Context: an optimization exercise on an open-source flow, tuned for small area and a short achievable clock period. The choices shown serve that exercise and are no tape-out recipe. Function was checked by simulation only, so behaviour that the tests miss may differ from the original.

Design md_seq, start of the top module:
module md_seq #(
    parameter int unsigned MUL_CYCLES = 5,
    parameter int unsigned DIV_CYCLES = 10
) (
    input  logic        clk,
    input  logic        rst_n,
    input  logic        start,
    input  logic [1:0]  op,
    input  logic [31:0] a,
    input  logic [31:0] b,
    input  logic        mthi,
    input  logic        mtlo,
    input  logic [31:0] wdata,
    input  logic        md_use_id,
    output logic        busy,
    output logic        stall_md,
    output logic [31:0] hi,
    output logic [31:0] lo
);
Size in the first run: about 1600 cells after synthesis, about 15000 sq um of cells after synthesis.
Settings: LEC_CHECK=0, CAP_MARGIN=20, CORE_MARGIN=2, CORE_UTILIZATION=60, SLEW_MARGIN=20; clock period 105.0 ns.
standard.sh (not shown) runs the stock make flow with config.mk's settings and CLKGATE_MAP_FILE= SYNTH_SCRIPT=/design/flow/synth_recipe.tcl, a recipe that flattens the netlist after the stock synthesis.
==> flow/flow/run.sh <==
#!/bin/bash
# The standard layout (standard.sh) with four changes:
#  - the port buffers are the smallest buffer cell (buf_1);
#  - ABC maps for area: a copy of the ORFS scripts folder is used whose
#    abc_speed.script drops the delay-driven restructuring (&if -g, &synch2) and
#    lets &nf relax delay (-R 1000); everything else in the copy is unchanged;
#  - timing repair keeps a setup margin of 62.7 ns, which only the input-to-output
#    stall path falls short of, so that path gets buffered and sized;
#  - clock tree synthesis inserts no dummy load cells (its other options are the
#    standard flow's).
set -euo pipefail
rm -rf scripts_abc
cp -r "$FLOW_HOME/scripts" scripts_abc
printf '%s\n' '&get -n' '&st' '&syn2' '&dch -f' '&nf -R 1000' '&st' '&dch -f' \
    '&nf -R 1000' '&put' 'buffer -c' 'topo' 'stime -c' 'upsize -c' 'dnsize -c' \
    > scripts_abc/abc_speed.script
diff "$FLOW_HOME/scripts/abc_speed.script" scripts_abc/abc_speed.script > abc_script.diff || true
export SCRIPTS_DIR="$PWD/scripts_abc"
export BUFFER_PORTS_ARGS="-buffer_cell sky130_fd_sc_hd__buf_1"
export SETUP_SLACK_MARGIN=62.7
export CTS_ARGS="-sink_clustering_enable -repair_clock_nets -dont_use_dummy_load -buf_list sky130_fd_sc_hd__clkbuf_16 -sink_clustering_size 30 -sink_clustering_max_diameter 300"
bash standard.sh > standard.log 2>&1
==> next run, changes <==
--- a/flow/flow/run.sh
+++ b/flow/flow/run.sh
@@ -21 +21 @@
-export CTS_ARGS="-sink_clustering_enable -repair_clock_nets -dont_use_dummy_load -buf_list sky130_fd_sc_hd__clkbuf_16 -sink_clustering_size 30 -sink_clustering_max_diameter 300"
+export CTS_ARGS="-sink_clustering_enable -repair_clock_nets -dont_use_dummy_load"
=> The new run produced a clean layout; count of clock-buffer cells in the layout is unchanged; routed wire length stays the same; cell area stays the same; flip-flop and latch count does not change; critical path depth does not change; setup slack stays the same; register-to-register slack stays flat; via count does not change; worst hold slack does not change.
==> next run, changes <==
--- a/flow/flow/run.sh
+++ b/flow/flow/run.sh
@@ -21 +21 @@
-export CTS_ARGS="-sink_clustering_enable -repair_clock_nets -dont_use_dummy_load"
+export CTS_ARGS="-sink_clustering_enable -repair_clock_nets -dont_use_dummy_load -buf_list sky130_fd_sc_hd__clkbuf_8 -root_buf sky130_fd_sc_hd__clkbuf_16 -sink_clustering_size 6 -sink_clustering_max_diameter 40"
Wire length came out lower slightly.
Register-to-register slack gains 0.08 ns.
Cell count is unchanged.
==> next run, changes <==
--- a/flow/flow/run.sh
+++ b/flow/flow/run.sh
@@ -2 +2 @@
-# The standard layout (standard.sh) with four changes:
+# The standard layout (standard.sh) with three changes:
@@ -8,3 +8 @@
-#    stall path falls short of, so that path gets buffered and sized;
-#  - clock tree synthesis inserts no dummy load cells (its other options are the
-#    standard flow's).
+#    stall path falls short of, so that path gets buffered and sized.
@@ -21 +18,0 @@
-export CTS_ARGS="-sink_clustering_enable -repair_clock_nets -dont_use_dummy_load -buf_list sky130_fd_sc_hd__clkbuf_8 -root_buf sky130_fd_sc_hd__clkbuf_16 -sink_clustering_size 6 -sink_clustering_max_diameter 40"
The new run produced a clean layout.
Routed wire length rises by about 0.7%.
Clock skew goes down by 0.028 ns.
Non-clock buffer count does not change.
Cell area rose by about 2.4%.
Via count is higher by 1.1%.
Hold slack is about the same.
==> next run, changes <==
CAP_MARGIN = 5   (was 20)
SLEW_MARGIN = 5   (was 20)
Synthesized cell count does not change.
Maximum frequency is unchanged.
First-iteration DRC count is unchanged.
Synthesized area is unchanged.
Cell count stays the same.

port drivers added, routing unchanged:
No port has a modelled driver above. Below, the same layouts with a new extraction and two added sets of constraints.
Step 1 assumes that a clkbuf_16 drives the clock port and a buf_2 every other input.
Step 2 also shifts input and output timing later by t, the mid clock arrival at the registers, as if the neighbouring blocks saw the same clock.
Slacks: ideal / step 1 / step 2; pairs: ideal / step 1.
run | shift t [ns] | slack for setup (ns) | worst hold slack (ns) | worst setup path at the end | cell pins on the clock port's net
the first run | 0.480 | 62.648 / 62.595 / 62.595 | 0.478 / 0.478 / 0.478 | input to output | 1
the second run | 0.480 | 62.648 / 62.595 / 62.595 | 0.478 / 0.478 / 0.478 | input to output | 1
the third run | 0.440 | 62.648 / 62.595 / 62.595 | 0.481 / 0.481 / 0.481 | input to output | 1
the fourth run | 0.490 | 62.649 / 62.601 / 62.601 | 0.482 / 0.482 / 0.482 | input to output | 1
the fifth run | 0.490 | 62.649 / 62.601 / 62.601 | 0.482 / 0.482 / 0.482 | input to output | 1
After both steps every run listed still meets setup and hold.
